This is an optimization exercise on Yosys and OpenROAD, whose aim is small area, a short achievable clock period and few clock cycles per item, not a production implementation.
Function was checked by simulation only, so behaviour that the tests miss may differ from the original.
Power and IR drop assume default switching activity.

## conv_requant_packer
module conv_requant_packer #(
  parameter int DATA_WIDTH = 8,
  parameter int ACC_WIDTH  = 32,
  parameter int BUS_WIDTH  = 128,
  parameter int ADDR_WIDTH = 18
) (
  input  logic                  clk,
  input  logic                  rst,
  input  logic                  start,
  input  logic [ADDR_WIDTH-1:0] cfg_base_addr,
  input  logic [15:0]           cfg_scale,
  input  logic [4:0]            cfg_shift,
  input  logic [1:0]            cfg_act_mode,
  input  logic [DATA_WIDTH-1:0] cfg_clip_max,
  output logic                  busy,
  output logic                  done,
  input  logic                  in_valid,
  output logic                  in_ready,
  input  logic [ACC_WIDTH-1:0]  in_acc,
  input  logic [ACC_WIDTH-1:0]  in_bias,
  input  logic                  in_last,
  output logic                  out_valid,
  input  logic                  out_ready,
  output logic [ADDR_WIDTH-1:0] out_addr,
  output logic [BUS_WIDTH-1:0]  out_data,
  output logic                  out_last,
  output logic [15:0]           sat_count
);
Size: ~2700 cells after synthesis, ~290 I/O pins, about 28000 um^2 of cells after synthesis.
Settings: LEC_CHECK=0, ABC_AREA=1, CAP_MARGIN=20, CORE_MARGIN=2, CORE_UTILIZATION=40, GPL_ROUTABILITY_DRIVEN=0, SETUP_SLACK_MARGIN=3.8, SLEW_MARGIN=20, SYNTH_HIERARCHICAL=1, SYNTH_MINIMUM_KEEP_SIZE=0; clock period 7.5 ns.
standard.sh (not shown) runs the stock make flow with config.mk's settings and CLKGATE_MAP_FILE= SYNTH_SCRIPT=/design/flow/synth_recipe.tcl, a recipe that flattens the netlist after the stock synthesis.
==> flow/flow/run.sh <==
#!/bin/bash
set -euo pipefail
export BUFFER_PORTS_ARGS="-buffer_cell sky130_fd_sc_hd__buf_1"
bash standard.sh "BUFFER_PORTS_ARGS=$BUFFER_PORTS_ARGS" finish > flow_make.log 2>&1
Testbench counts at the start, summed over its fixed seeds: cycles 9,487, items 9,247.
Rerun with:
--- a/flow/design.v
+++ b/flow/design.v
@@ -1478,65 +1478,52 @@
   assign cp_c[41] = cp_G85;
   assign cp_c[42] = cp_G64;
   assign cp_c[43] = cp_G86;
   assign cp_c[44] = cp_G54;
   assign cp_c[45] = cp_G87;
   assign cp_c[46] = cp_G65;
   assign cp_c[47] = cp_G88;
   assign cp_c[48] = cp_G47;
   assign cp_s = cp_p ^ cp_c[47:0];
   logic [PROD_W-1:0] p;
   logic [PROD_W:0]   p2;
-  logic [24:0]       sh16;
-  logic [16:0]       sh8;
-  logic [12:0]       sh4;
-  logic [10:0]       sh2;
+  logic [PROD_W:0]   win;
   logic [39:0]       hmask;
   logic              hi_ok;
   logic [9:0]        t10;
   always_comb begin
     p     = cp_s;
     p2    = {p, 1'b0};
-    sh16  = cfg_shift_q[4] ? p2[40:16] : p2[24:0];
-    sh8   = cfg_shift_q[3] ? sh16[24:8] : sh16[16:0];
-    sh4   = cfg_shift_q[2] ? sh8[16:4]  : sh8[12:0];
-    sh2   = cfg_shift_q[1] ? sh4[12:2]  : sh4[10:0];
-    t10   = cfg_shift_q[0] ? sh2[10:1]  : sh2[9:0];
+    win   = p2 >> cfg_shift_q;
+    t10   = win[9:0];
     for (int i = 0; i < 40; i++) hmask[i] = (i >= 32'(cfg_shift_q));
     hi_ok = ~|((p[PROD_W-1:8] ^ {40{p[PROD_W-1]}}) & hmask);
   end
   logic [10:0]       u;
   logic              sat;
   logic signed [7:0] q_val, act_val;
   logic [7:0]        zbyte;
   always_comb begin
     u   = {s3_t_q[9], s3_t_q} + 11'd1;
     sat = ~s3_hi_q | (u[10] != u[9]) | (u[9] != u[8]);
     if (sat) q_val = s3_neg_q ? 8'sh80 : 8'sh7f;
     else     q_val = u[8:1];
     act_val = q_val;
     if (cfg_mode_q == 2'b01 || cfg_mode_q == 2'b10) begin
       if (q_val[7]) act_val = '0;
       if (cfg_mode_q == 2'b10 && act_val > cfg_clip_q) act_val = cfg_clip_q;
     end
   end
   assign wr        = s3_valid_q & adv;
   assign word_done = (idx_q == IDX_W'(LANES - 1)) | s3_last_q;
   assign zbyte     = (idx_q == '0) ? 8'd0 : act_val;
-  logic [ADDR_WIDTH-1:0] addr_inc;
-  logic [ADDR_WIDTH:0]   addr_c;
-  assign addr_c[0] = 1'b1;
-  for (genvar i = 0; i < ADDR_WIDTH; i++) begin : g_addr_inc
-    assign addr_inc[i] = addr_q[i] ^ addr_c[i];
-    assign addr_c[i+1] = addr_q[i] & addr_c[i];
-  end
   always_ff @(posedge clk) begin
     if (rst) begin
       busy_q      <= 1'b0;
       run_q       <= 1'b0;
       s1_valid_q  <= 1'b0;
       s2_valid_q  <= 1'b0;
       s3_valid_q  <= 1'b0;
       out_valid_q <= 1'b0;
       idx_q       <= '0;
     end else begin
       if (start_ok) begin
@@ -1561,52 +1548,46 @@
   always_ff @(posedge clk) begin
     if (start_ok) begin
       cfg_onen_q  <= ~enc_one;
       cfg_twon_q  <= ~enc_two;
       cfg_neg_q   <= enc_neg;
       cfg_top_q   <= cfg_scale[15];
       cfg_shift_q <= cfg_shift;
       cfg_mode_q  <= cfg_act_mode;
       cfg_clip_q  <= cfg_clip_max;
     end
     if (start_ok)    addr_q <= cfg_base_addr;
-    else if (out_hs) addr_q <= addr_inc;
+    else if (out_hs) addr_q <= addr_q + ADDR_WIDTH'(1);
     if (adv) begin
       s1_bn_q   <= ~acc_sat;
       s1_last_q <= in_last;
       s2_a_q    <= ma;
       s2_c_q    <= mb;
       s2_last_q <= s1_last_q;
       s3_t_q    <= t10;
       s3_hi_q   <= hi_ok;
       s3_neg_q  <= p[PROD_W-1];
       s3_last_q <= s2_last_q;
     end
     if (wr && word_done) out_last_q <= s3_last_q;
     if (wr && idx_q == '0) word_q[DATA_WIDTH-1:0] <= act_val;
     for (int l = 1; l < LANES; l++) begin
       if (wr && (idx_q == IDX_W'(l) || idx_q == '0))
         word_q[l*DATA_WIDTH +: DATA_WIDTH] <= zbyte;
     end
   end
-  logic [15:0] sat_cnt_q, sat_inc;
-  logic [16:0] sat_c;
-  assign sat_c[0] = 1'b1;
-  for (genvar i = 0; i < 16; i++) begin : g_sat_inc
-    assign sat_inc[i]  = sat_cnt_q[i] ^ sat_c[i];
-    assign sat_c[i+1]  = sat_cnt_q[i] & sat_c[i];
-  end
+  logic [15:0] sat_cnt_q;
   always_ff @(posedge clk) begin
     if (rst)                                          sat_cnt_q <= '0;
     else if (start_ok)                                sat_cnt_q <= '0;
-    else if (wr && sat && !sat_c[16]) sat_cnt_q <= sat_inc;   
+    else if (wr && sat && sat_cnt_q != 16'hFFFF) sat_cnt_q <= sat_cnt_q + 16'd1;
   end
   assign sat_count = sat_cnt_q;
 endmodule
 module rq_fa (input logic a, b, c, output logic s, co);
   assign s  = a ^ b ^ c;
   assign co = (a & b) | (a & c) | (b & c);
 endmodule
 module rq_ha (input logic a, b, output logic s, co);
   assign s  = a ^ b;
   assign co = a & b;
 endmodule
What happened: Worst setup slack improved by 0.065 ns. Fmax rose by 1.8%. First-iteration DRC count went up by 11%. Wire length is lower by about 2%. Final area grows by 0.76%. Global-route usage went down by 0.50 points. Power decreases by 1.3%. Critical path depth shrinks by 16. Clock-buffer cell count came out lower by 1. Die area is higher by about 3%. Via count is higher by about 3.3%.
Testbench counts after the change, summed over its fixed seeds: cycles 9,487, items 9,247.

afterwards: timing with drivers on the ports:
The flow's constraints put no driver on any port. The routed layouts listed below were extracted and timed again, unchanged, in two steps.
Step 1 (the two cells are an assumption about what drives the block):
set clk [get_ports {clk}]
set_driving_cell -lib_cell sky130_fd_sc_hd__clkbuf_16 $clk
set_driving_cell -lib_cell sky130_fd_sc_hd__buf_2 [delete_from_list [all_inputs] $clk]
Step 2 adds t to the input delays and takes it off the output delays; t is the mean of the earliest and latest rising clock arrival at the registers after step 1. Input paths then give back, and output paths get back, about the clock's delay inside the block.
Slacks: ideal / step 1 / step 2; pairs: ideal / step 1.
run	t (ns)	slack for setup (ns)	worst hold slack (ns)	worst setup path at the end	pins driven straight from the clock port
the first run	0.636	3.797 / 3.797 / 3.477	0.419 / 0.419 / 0.419	input to register	1
the second run	0.633	3.862 / 3.854 / 3.509	0.403 / 0.403 / 0.403	input to register	1
After both steps setup and hold are still met in every run listed. The setup slack of the second run, which loses most, moves by -0.008 ns with the drivers and by -0.353 ns with both steps.
